What follows belongs to an exercise in optimizing a design on an open flow for small area, a short achievable clock period and few clock cycles per item; a production flow would make more cautious choices. For this run, only the layout was checked, not whether the RTL still works. Power figures rest on the tool's default switching activity, not on a simulated workload.

**config.mk**
```make
export PLATFORM = sky130hd
export DESIGN_NAME = link_reconnect_backoff_controller
export DESIGN_NICKNAME = link_reconnect_backoff_controller
export VERILOG_FILES = /design/flow/design.v
export SDC_FILE = /design/flow/constraint.sdc
export NUM_CORES = 4
export LEC_CHECK = 0
export CAP_MARGIN = 20
export CORE_MARGIN = 2
export CORE_UTILIZATION = 40
export SETUP_SLACK_MARGIN = 3
export SLEW_MARGIN = 20
export SYNTH_HIERARCHICAL = 1
```
**constraint.sdc**
```tcl
create_clock -name core_clock -period 7.5 [get_ports {clk}]
set_input_delay 1.5000 -clock core_clock [delete_from_list [all_inputs] [get_ports {clk}]]
set_output_delay 1.5000 -clock core_clock [all_outputs]
set_load 0.01 [all_outputs]
```
**design.v**
```verilog
package lrb_pkg;
    localparam int unsigned TIME_W = 32;
    localparam int unsigned MS_W = 31;
    localparam int unsigned CFG_IDX_W = 2;
    localparam logic [2:0] MODE_TICK = 3'd0;
    localparam logic [2:0] MODE_LINK_UP = 3'd1;
    localparam logic [2:0] MODE_LINK_DOWN = 3'd2;
    localparam logic [2:0] MODE_RECONNECT = 3'd3;
    localparam logic [2:0] MODE_START_FAILED = 3'd4;
    localparam logic [CFG_IDX_W-1:0] CFG_INITIAL_RETRY = 2'd0;
    localparam logic [CFG_IDX_W-1:0] CFG_MAX_RETRY = 2'd1;
    localparam logic [CFG_IDX_W-1:0] CFG_ATTEMPT_TIMEOUT = 2'd2;
    localparam logic [CFG_IDX_W-1:0] CFG_SETTLE = 2'd3;
    typedef struct packed {
        logic [4:0]        mode_oh;
        logic [TIME_W-1:0] now_ms;
        logic              link_up;
        logic              have_credentials;
        logic              scan_busy;
    } lrb_item_t;
    typedef struct packed {
        logic [MS_W-1:0] initial_retry_ms;
        logic [MS_W-1:0] max_retry_ms;
        logic [MS_W-1:0] attempt_timeout_ms;
        logic [MS_W-1:0] settle_ms;
    } lrb_cfg_t;
endpackage
module lrb_cfg_regs (
    input  logic                          clk,
    input  logic                          rst_n,
    input  logic                          wr_en,
    input  logic [lrb_pkg::CFG_IDX_W-1:0] wr_index,
    input  logic [lrb_pkg::MS_W-1:0]      wr_data,
    output lrb_pkg::lrb_cfg_t             cfg
);
    lrb_pkg::lrb_cfg_t cfg_reg;
    always_ff @(posedge clk or negedge rst_n)
    begin
        if (!rst_n)
        begin
            cfg_reg.initial_retry_ms <= lrb_pkg::MS_W'(1000);
            cfg_reg.max_retry_ms <= lrb_pkg::MS_W'(60000);
            cfg_reg.attempt_timeout_ms <= lrb_pkg::MS_W'(15000);
            cfg_reg.settle_ms <= lrb_pkg::MS_W'(500);
        end
        else if (wr_en)
        begin
            case (wr_index)
                lrb_pkg::CFG_INITIAL_RETRY: cfg_reg.initial_retry_ms <= wr_data;
                lrb_pkg::CFG_MAX_RETRY: cfg_reg.max_retry_ms <= wr_data;
                lrb_pkg::CFG_ATTEMPT_TIMEOUT: cfg_reg.attempt_timeout_ms <= wr_data;
                lrb_pkg::CFG_SETTLE: cfg_reg.settle_ms <= wr_data;
                default: cfg_reg <= cfg_reg;
            endcase
        end
    end
    assign cfg = cfg_reg;
endmodule
module lrb_step (
    input  logic [4:0]  mode_oh,
    input  logic [31:0] now,
    input  logic        link_up,
    input  logic        have_credentials,
    input  logic        scan_busy,
    input  logic        rr,
    input  logic        att,
    input  logic        rp,
    input  logic        wu,
    input  logic        ntv,
    input  logic [30:0] bo,
    input  logic [31:0] tm,
    input  logic [31:0] ep,
    input  lrb_pkg::lrb_cfg_t cfg,
    input  logic        settle_zero,
    output logic        rr_n,
    output logic        att_n,
    output logic        rp_n,
    output logic        wu_n,
    output logic        ntv_n,
    output logic [30:0] bo_n,
    output logic [31:0] tm_n,
    output logic [31:0] ep_n,
    output logic        conn,
    output logic        disc,
    output logic        nup,
    output logic        ndown
);
    logic        m_tick, m_up, m_down, m_recon, m_fail;
    logic [31:0] sum;
    logic        reached;
    logic        timed_out;
    logic [30:0] bo_sched;
    logic [31:0] ep_inc;
    logic        active;
    logic        late;
    logic        t_ok, t_rr_go, t_rp, t_att, t_idle, d_s, f_s;
    logic        conn0, conn1, sched0, sched1, sched;
    logic        clr, tm_sum;
    logic [31:0] tm_if0, tm_if1;
    logic [30:0] bo_if0, bo_if1;
    assign {m_fail, m_recon, m_down, m_up, m_tick} = mode_oh;
    assign active = att || link_up;
    lrb_time_add u_add (
        .now      (now),
        .tm       (tm),
        .bo       (bo),
        .settle   (cfg.settle_ms),
        .use_tm   (m_fail),
        .use_set  (m_tick && rr),
        .active   (active),
        .sum      (sum)
    );
    lrb_age_cmp u_cmp (
        .now       (now),
        .tm        (tm),
        .timeout   (cfg.attempt_timeout_ms),
        .reached   (reached),
        .timed_out (timed_out)
    );
    lrb_backoff_cap u_cap (
        .bo       (bo),
        .cap      (cfg.max_retry_ms),
        .bo_sched (bo_sched)
    );
    lrb_inc u_inc (
        .a (ep),
        .y (ep_inc)
    );
    assign t_ok    = m_tick && have_credentials && !link_up;
    assign t_rr_go = t_ok && rr && !scan_busy && (!att || settle_zero);
    assign t_rp    = t_ok && !rr && rp;
    assign t_att   = t_ok && !rr && !rp && att;
    assign t_idle  = t_ok && !rr && !rp && !att;
    assign d_s     = m_down && have_credentials && !rp;
    assign f_s     = m_fail && att;
    assign late    = t_att ? timed_out : reached;
    assign conn0  = t_rr_go || (t_idle && !ntv);
    assign conn1  = t_rr_go || (t_rp && !scan_busy) || t_idle;
    assign sched0 = f_s || (d_s && !ntv);
    assign sched1 = f_s || d_s || t_att;
    assign conn   = late ? conn1 : conn0;
    assign sched  = late ? sched1 : sched0;
    assign clr    = m_up || (m_tick && (rr || !have_credentials));
    assign tm_sum = m_tick && rr;
    assign rr_n  = m_recon || (rr && !m_tick);
    assign wu_n  = m_up || (wu && !m_down);
    assign ep_n  = (m_up || m_down) ? ep_inc : ep;
    assign att_n = conn || (att && !(m_up || m_down || m_fail || (m_tick && (rr || !have_credentials)) ||
                                     (t_att && timed_out)));
    assign rp_n  = (m_tick && rr && have_credentials && !t_rr_go) ||
                   (rp && !(m_up || (m_tick && !have_credentials) || conn));
    assign ntv_n = sched || (ntv && !clr && !conn);
    assign tm_if0 = conn0 ? now : ((sched0 || tm_sum) ? sum : tm);
    assign tm_if1 = conn1 ? now : ((sched1 || tm_sum) ? sum : tm);
    assign bo_if0 = (m_up || (m_tick && rr)) ? cfg.initial_retry_ms : (sched0 ? bo_sched : bo);
    assign bo_if1 = (m_up || (m_tick && rr)) ? cfg.initial_retry_ms : (sched1 ? bo_sched : bo);
    assign tm_n   = late ? tm_if1 : tm_if0;
    assign bo_n   = late ? bo_if1 : bo_if0;
    assign disc  = (m_tick && rr && active) || (t_att && timed_out);
    assign nup   = m_up && !wu;
    assign ndown = m_down && wu;
endmodule
module lrb_time_add (
    input  logic [31:0] now,
    input  logic [31:0] tm,
    input  logic [30:0] bo,
    input  logic [30:0] settle,
    input  logic        use_tm,
    input  logic        use_set,
    input  logic        active,
    output logic [31:0] sum
);
    logic [31:0] a;
    logic [30:0] b;
    assign a   = use_tm ? tm : now;
    assign b   = use_set ? (active ? settle : 31'd0) : bo;
    assign sum = a + {1'b0, b};
endmodule
module lrb_age_cmp (
    input  logic [31:0] now,
    input  logic [31:0] tm,
    input  logic [30:0] timeout,
    output logic        reached,
    output logic        timed_out
);
    function automatic logic carry_out(input logic [31:0] g, input logic [31:0] p, input logic cin);
        logic [31:0] gg;
        logic [31:0] pp;
        gg = g;
        pp = p;
        for (int d = 1; d < 32; d = d * 2)
        begin
            for (int i = 31; i >= d; i--)
            begin
                gg[i] = gg[i] | (pp[i] & gg[i - d]);
                pp[i] = pp[i] & pp[i - d];
            end
        end
        carry_out = gg[31] | (pp[31] & cin);
    endfunction
    logic [31:0] ntm;
    logic        c31;
    logic        no_wrap;
    logic [31:0] tmo_n;
    logic [31:0] csa_s;
    logic [31:0] csa_c;
    logic        csa_k;
    assign ntm     = ~tm;
    assign c31     = carry_out({1'b0, now[30:0] & ntm[30:0]}, {1'b1, now[30:0] | ntm[30:0]}, 1'b1);
    assign no_wrap = carry_out(now & ntm, now | ntm, 1'b1);
    assign reached = !(now[31] ^ ntm[31] ^ c31);
    assign tmo_n     = ~{1'b0, timeout};
    assign csa_s     = now ^ ntm ^ tmo_n;
    assign csa_c     = (now & ntm) | (now & tmo_n) | (ntm & tmo_n);
    assign csa_k     = carry_out({csa_s[31:2] & csa_c[30:1], 2'b00},
                                 {csa_s[31:2] | csa_c[30:1], 2'b11},
                                 csa_s[1] | csa_c[0]);
    assign timed_out = (csa_c[31] && csa_k) || ((csa_c[31] ^ csa_k) && !no_wrap);
endmodule
module lrb_backoff_cap (
    input  logic [30:0] bo,
    input  logic [30:0] cap,
    output logic [30:0] bo_sched
);
    logic [31:0] dbl;
    assign dbl      = {bo, 1'b0};
    assign bo_sched = (dbl < {1'b0, cap}) ? dbl[30:0] : cap;
endmodule
module lrb_inc (
    input  logic [31:0] a,
    output logic [31:0] y
);
    assign y = a + 32'd1;
endmodule
module link_reconnect_backoff_controller (
    input  logic                          clk,
    input  logic                          rst_n,
    input  logic                          cfg_wr_en,
    input  logic [lrb_pkg::CFG_IDX_W-1:0] cfg_index,
    input  logic [lrb_pkg::MS_W-1:0]      cfg_wr_data,
    input  logic                          items_valid,
    output logic                          items_ready,
    input  logic [2:0]                    items_mode,
    input  logic [lrb_pkg::TIME_W-1:0]    items_now_ms,
    input  logic                          items_link_up,
    input  logic                          items_have_credentials,
    input  logic                          items_scan_busy,
    output logic                          results_valid,
    input  logic                          results_ready,
    output logic                          results_cmd_connect,
    output logic                          results_cmd_disconnect,
    output logic                          results_notify_up,
    output logic                          results_notify_down,
    output logic                          results_attempt_active,
    output logic [lrb_pkg::TIME_W-1:0]    results_event_epoch,
    output logic [lrb_pkg::MS_W-1:0]      results_current_backoff_ms
);
    lrb_pkg::lrb_cfg_t  cfg;
    lrb_pkg::lrb_item_t s1_item_reg;
    logic        s1_valid_reg;
    logic        out_valid_reg;
    logic        advance;
    logic        settle_zero;
    logic        rr_reg, att_reg, rp_reg, wu_reg, ntv_reg;
    logic [30:0] bo_reg;
    logic [31:0] tm_reg;
    logic [31:0] ep_reg;
    logic        rr_n, att_n, rp_n, wu_n, ntv_n;
    logic [30:0] bo_n;
    logic [31:0] tm_n;
    logic [31:0] ep_n;
    logic        conn, disc, nup, ndown;
    logic [3:0]  cmd_reg;
    lrb_cfg_regs u_cfg (
        .clk      (clk),
        .rst_n    (rst_n),
        .wr_en    (cfg_wr_en),
        .wr_index (cfg_index),
        .wr_data  (cfg_wr_data),
        .cfg      (cfg)
    );
    assign settle_zero = (cfg.settle_ms == '0);
    lrb_step u_step (
        .mode_oh          (s1_item_reg.mode_oh),
        .now              (s1_item_reg.now_ms),
        .link_up          (s1_item_reg.link_up),
        .have_credentials (s1_item_reg.have_credentials),
        .scan_busy        (s1_item_reg.scan_busy),
        .rr               (rr_reg),
        .att              (att_reg),
        .rp               (rp_reg),
        .wu               (wu_reg),
        .ntv              (ntv_reg),
        .bo               (bo_reg),
        .tm               (tm_reg),
        .ep               (ep_reg),
        .cfg              (cfg),
        .settle_zero      (settle_zero),
        .rr_n             (rr_n),
        .att_n            (att_n),
        .rp_n             (rp_n),
        .wu_n             (wu_n),
        .ntv_n            (ntv_n),
        .bo_n             (bo_n),
        .tm_n             (tm_n),
        .ep_n             (ep_n),
        .conn             (conn),
        .disc             (disc),
        .nup              (nup),
        .ndown            (ndown)
    );
    assign advance = s1_valid_reg && (!out_valid_reg || results_ready);
    assign items_ready = !s1_valid_reg || advance;
    always_ff @(posedge clk)
    begin
        if (items_valid && items_ready)
        begin
            s1_item_reg.mode_oh <= {items_mode == lrb_pkg::MODE_START_FAILED,
                                    items_mode == lrb_pkg::MODE_RECONNECT,
                                    items_mode == lrb_pkg::MODE_LINK_DOWN,
                                    items_mode == lrb_pkg::MODE_LINK_UP,
                                    items_mode == lrb_pkg::MODE_TICK};
            s1_item_reg.now_ms <= items_now_ms;
            s1_item_reg.link_up <= items_link_up;
            s1_item_reg.have_credentials <= items_have_credentials;
            s1_item_reg.scan_busy <= items_scan_busy;
        end
        if (advance)
        begin
            cmd_reg <= {conn, disc, nup, ndown};
            tm_reg <= tm_n;
        end
    end
    always_ff @(posedge clk or negedge rst_n)
    begin
        if (!rst_n)
        begin
            s1_valid_reg <= 1'b0;
            out_valid_reg <= 1'b0;
            rr_reg <= 1'b1;
            att_reg <= 1'b0;
            rp_reg <= 1'b0;
            wu_reg <= 1'b0;
            ntv_reg <= 1'b0;
            bo_reg <= '0;
            ep_reg <= '0;
        end
        else
        begin
            if (items_ready)
            begin
                s1_valid_reg <= items_valid;
            end
            if (advance)
            begin
                out_valid_reg <= 1'b1;
                rr_reg <= rr_n;
                att_reg <= att_n;
                rp_reg <= rp_n;
                wu_reg <= wu_n;
                ntv_reg <= ntv_n;
                bo_reg <= bo_n;
                ep_reg <= ep_n;
            end
            else if (results_ready)
            begin
                out_valid_reg <= 1'b0;
            end
        end
    end
    assign results_valid = out_valid_reg;
    assign results_cmd_connect = cmd_reg[3];
    assign results_cmd_disconnect = cmd_reg[2];
    assign results_notify_up = cmd_reg[1];
    assign results_notify_down = cmd_reg[0];
    assign results_attempt_active = att_reg;
    assign results_event_epoch = ep_reg;
    assign results_current_backoff_ms = bo_reg;
endmodule
```
**flow/run.sh**
```bash
#!/bin/bash
# The standard layout, with two changes:
# - the smallest plain buffer as the port buffer (every port is still buffered; the
#   standard flow picks a delay cell, and the footprint-matched resizing keeps it);
# - no separate half/full adder extraction before ABC maps the logic (the same
#   synthesis otherwise, so the same registers with the same names and cells).
set -euo pipefail
export BUFFER_PORTS_ARGS="-buffer_cell sky130_fd_sc_hd__buf_1"
export ADDER_MAP_FILE=
bash standard.sh > standard.log 2>&1
```
**standard.sh**
```bash
#!/bin/bash
# synth_recipe.tcl (not shown) runs the flow's synth.tcl, then flattens the netlist and writes it again
# the make line also repeats each setting of config.mk as NAME=value (left out here)
make -C /OpenROAD-flow-scripts/flow DESIGN_CONFIG=/design/flow/config.mk WORK_HOME=/design/flow/orfs CLKGATE_MAP_FILE= SYNTH_SCRIPT=/design/flow/synth_recipe.tcl "${@:-finish}"
```
==> notes.md <==
[per-module statistics from Yosys, one instance, submodules excluded]
module                             cell area [um^2]  flops+latches  copies in the design  cells
link_reconnect_backoff_controller              5040            146                     1    244
lrb_age_cmp                                    2260              0                     1    343
lrb_step                                       2450              0                     1    310
lrb_backoff_cap                                1200              0                     1    139
lrb_time_add                                   2400              0                     1    311
lrb_inc                                         608              0                     1     83
lrb_cfg_regs                                   4630            124                     1    264
[through the flow]
stage | utilization | power [uW]
6_report | 0.480 | 9820
5_1_grt | 0.480 | 10400
3_3_place_gp | 0.431 | 7070
3_5_place_dp | 0.431 | 7180
2_1_floorplan | - | 6000
4_1_cts | 0.470 | 9530
[critical path, cell delays in order (launching register included)]
cell	delay (ns)
edfxtp_1	0.40
buf_4	0.18
nor2_1	0.14
o21ai_2	0.09
a22o_1	0.29
nor4_4	0.35
nand4_2	0.17
a2111o_1	0.36
a211o_1	0.30
o41a_1	0.37
nand4_1	0.14
nand3_2	0.10
a222oi_1	0.45
buf_4	0.20
buf_6	0.09
buf_6	0.08
buf_6	0.08
buf_6	0.08
buf_6	0.08
buf_8	0.12
buf_12	0.12
clkbuf_16	0.13
a221o_1	0.13
[cells by family after synthesis]
group | after synthesis
simple gates | 391
mux | 352
compound gates | 312
flops | 270
xor+xnor | 160
buf+inv | 145
fa+ha+maj | 64
[report_power, final]
part	internal [uW]	switching (uW)	total, uW
combinational	2800	2720	5520
clock	1000	675	1680
sequential	2000	619	2620
total	5810	4020	9820
[cell type report]
class | instances | area, um^2
clock buffers | 52 | 1040
clock inverters | 12 | 105
fillers | 4186 | 23700
inverters | 77 | 298
multi-input cells | 1280 | 11000
flip-flops and latches | 270 | 7170
well taps | 600 | 751
repair buffers | 236 | 1540
[cells in the final DEF (no fill, tap or decap), drive strengths merged, types with 57 or more instances in the layout]
cell type,netlist,layout
a21oi,61,61
a221o,62,62
buf,43,231
clkbuf,25,57
dfrtp,167,167
edfxtp,76,76
inv,77,77
maj3,64,64
mux2,288,288
mux2i,64,64
nand2,64,64
nor2,88,88
nor2b,63,63
xnor2,122,122
[worst max path at each step]
stage	endpoint	slack [ns]	depth (start not counted)
after floorplan	tm_reg[30]	3.06	16
after global placement	bo_reg[15]	2.42	15
after detailed placement	tm_reg[2]	2.31	15
after CTS	tm_reg[26]	2.86	21
after global routing	tm_reg[26]	2.80	22
final	tm_reg[18]	2.91	22
[what timing repair did]
item | in CTS | in global routing
gates resized for setup | 44 | 29
setup endpoints to repair | 64 | 64
cloned | 5 | 3
setup buffers | 39 | 28
pin swaps | 24 | 30
[layer usage]
| layer | track usage | up-vias | routed length (um) |
|---|---|---|---|
| met3 | 0.0529 | 88 | 3330 |
| met4 | 0.0748 | 0 | 1580 |
| li1 | - | 6743 | - |
| met2 | 0.366 | 408 | 25800 |
| met5 | 0 | - | 0 |
| met1 | 0.301 | 7304 | 24500 |
==> PnR_summary.wiki <==
{| class="wikitable"
! Metric !! Value
|-
| Result of the run || no timing/DRC/antenna violations
|-
| Endpoint class of the critical path || flop
|-
| Wirelength, routed || 55.3 mm
|-
| Worst reg2reg setup slack || 2.91 ns
|-
| Number of antenna violations at the first check in global routing || 1
|-
| Worst Hold Endpoint || u_cfg.cfg_reg[97]
|-
| Biggest fanout along the worst timing path || 6
|-
| Leakage power || 0.00865 uW
|-
| Hold Path Depth || 1
|-
| Maximum vdd drop || 0.000231 V
|-
| Port bufs || 145
|-
| Finished Cell Area || 0.0219 mm^2
|-
| Reg-to-Reg End || tm_reg[18]
|-
| Dominant combinational cell family by area after synthesis || multiplexers
|-
| MaxCap Viol Count || 0
|-
| Routability-driven placement congestion ratio || 0.885
|-
| Part of the Yosys area used for sequential elements || 0.386
|-
| First-pass detailed-route iteration total || 7
|-
| Via/cell ratio || 5.76
|-
| Hold Buf Count CTS || 0
|-
| Compound-Gate Fraction of Synth Area || 0.131
|-
| Post-route setup slack || 2.91 ns
|-
| Number of synthesized register bits || 270
|-
| Post-synthesis cell type with the largest combined area || dfrtp_1
|-
| Non-filler instance count after layout || 2527
|-
| Post-Place Cells || 2388
|-
| Worst hold slack after final layout || 0.484 ns
|-
| Top-count cell post-synth || mux2_2
|-
| Remaining global-route overflow || 0
|-
| Xor-xnor portion of the synthesized cell area || 0.0770
|-
| Antenna cells || 0
|-
| Number of DRC violations after detailed-routing iteration 0 || 1013
|-
| Synthesized-area fraction occupied by adder cells || 0.0349
|-
| Number of nets in the layout || 1976
|-
| Total Die Area || 0.0482 mm^2
|-
| Gate count after technology mapping || 1694
|-
| Global-route total usage across every layer || 0.227
|-
| Worst slew margin relative to its limit || 0.311
|-
| Critical path required time || 7.91 ns
|-
| Number of cell instances on the worst register-to-register path || 22
|-
| Routed via count || 14500
|-
| Worst endpoint data arrival time || 5.00 ns
|-
| Fraction of layout instances using a drive strength above 1 || 0.287
|-
| Final period utilization || 0.612
|-
| Starting utilization of the core area || 0.408
|-
| Timing-limited maximum frequency || 218 MHz
|-
| Half-perimeter wire length of the detailed placement result || 37.4 mm
|-
| Die Span Y || 220 um
|-
| Detailed-route wire length per cell || 21.9 um
|-
| H-tree level count || 2
|-
| Root buf cell || clkbuf_16
|-
| Worst skew pair latency || 0.56 ns
|-
| Crit start category || flop
|-
| Area growth from synthesis to layout || 17.6%
|-
| Path category of the worst min-delay check || reg2reg
|-
| Place WS || 2.31 ns
|-
| Area fraction of the dominant cell type after synthesis || 0.225
|-
| Clock Tree Buf Depth || 3
|-
| Worst Tran Pin Value || 1.03 ns
|-
| Number of flip-flops under the largest register name || 124
|-
| I/O pin count || 146
|-
| Total clock sinks || 270
|-
| Placed instance area || 0.0197 mm^2
|-
| Setup Crit Path Kind || reg2reg
|-
| Largest net degree at the start of global routing || 95
|-
| Min-delay src || u_cfg.cfg_reg[97]
|-
| Final Hold Fails || 0
|-
| Residual DRC || 0
|-
| Clock buffers created by TritonCTS || 35
|-
| Launching instance or port of the critical path || tm_reg[25]
|-
| Synth top area cells || dfrtp_1 22%, mux2_2 15%, edfxtp_1 12%, xnor2_1 5.7%, dfstp_2 3.8%
|-
| Share of cell area taken by muxes after synthesis || 0.217
|-
| Clock Pin Slew Worst Setup and Hold Paths || 0.06 ns
|-
| Cell row count || 78
|-
| Core area || 0.0456 mm^2
|-
| Syn Std Cell Area || 0.0186 mm^2
|-
| Number of enable flip-flop cells after synthesis || 76
|-
| Vias in the first global route || 14200
|-
| Nets in the synthesized netlist || 1770
|-
| Most common flop cell mapped by yosys || dfrtp_1
|-
| Pins over their slew limit || 0
|-
| Fraction of registers with async set or reset after synthesis || 0.719
|-
| Final Skew || 0.0250 ns
|-
| Wire length of the first global-routing pass || 83.8 mm
|-
| Time the worst path needs with I/O delays and setup || 4.59 ns
|-
| PwrDens || 449 mW/mm^2
|-
| Die outline width || 220 um
|-
| Post-Synth Simple-Gate Area || 0.116
|-
| Count of nets left with antenna violations after detail routing || 0
|-
| TritonCTS clock tree || yes
|-
| Yosys Warn Count || 9
|-
| Avg Synthesized Cell Area || 11.0 um^2
|-
| Final setup vio count || 0
|-
| Startpoint of the most critical register-to-register path || tm_reg[25]
|-
| Setup TNS Final || 0 ns
|-
| RSZ-0062 raised after global routing || yes
|-
| Commonest cells post-synth || 250 x mux2_2, 167 x dfrtp_1, 121 x xnor2_1
|-
| Distinct cell type count after synthesis || 108
|}

==> separate check: timing with driven ports <==
Ports are ideal in the flow. The routed layout listed here was re-timed in OpenROAD. Step 1 (the two cells are an assumption about what drives the block):
set clk [get_ports {clk}]
set_driving_cell -lib_cell sky130_fd_sc_hd__clkbuf_16 $clk
set_driving_cell -lib_cell sky130_fd_sc_hd__buf_2 [delete_from_list [all_inputs] $clk]
Step 2 times the ports against the registers' clock, not the clock port: input delays grow and output delays shrink by t, the midpoint of the rising clock arrivals with the driver on. a / b / c = no drivers / after step 1 / after step 2; a / b = the first two.
shift t [ns]: 0.599
slack for setup (ns): 2.910 / 2.910 / 2.910
worst setup path at the end: register to register
latest minus earliest clock arrival (ns): 0.025 / 0.025
worst slew at a driven data input, ns: 0.05
After both steps setup and hold are still met in this run. The setup slack of this run moves by 0.000 ns with the drivers and by 0.000 ns with both steps.
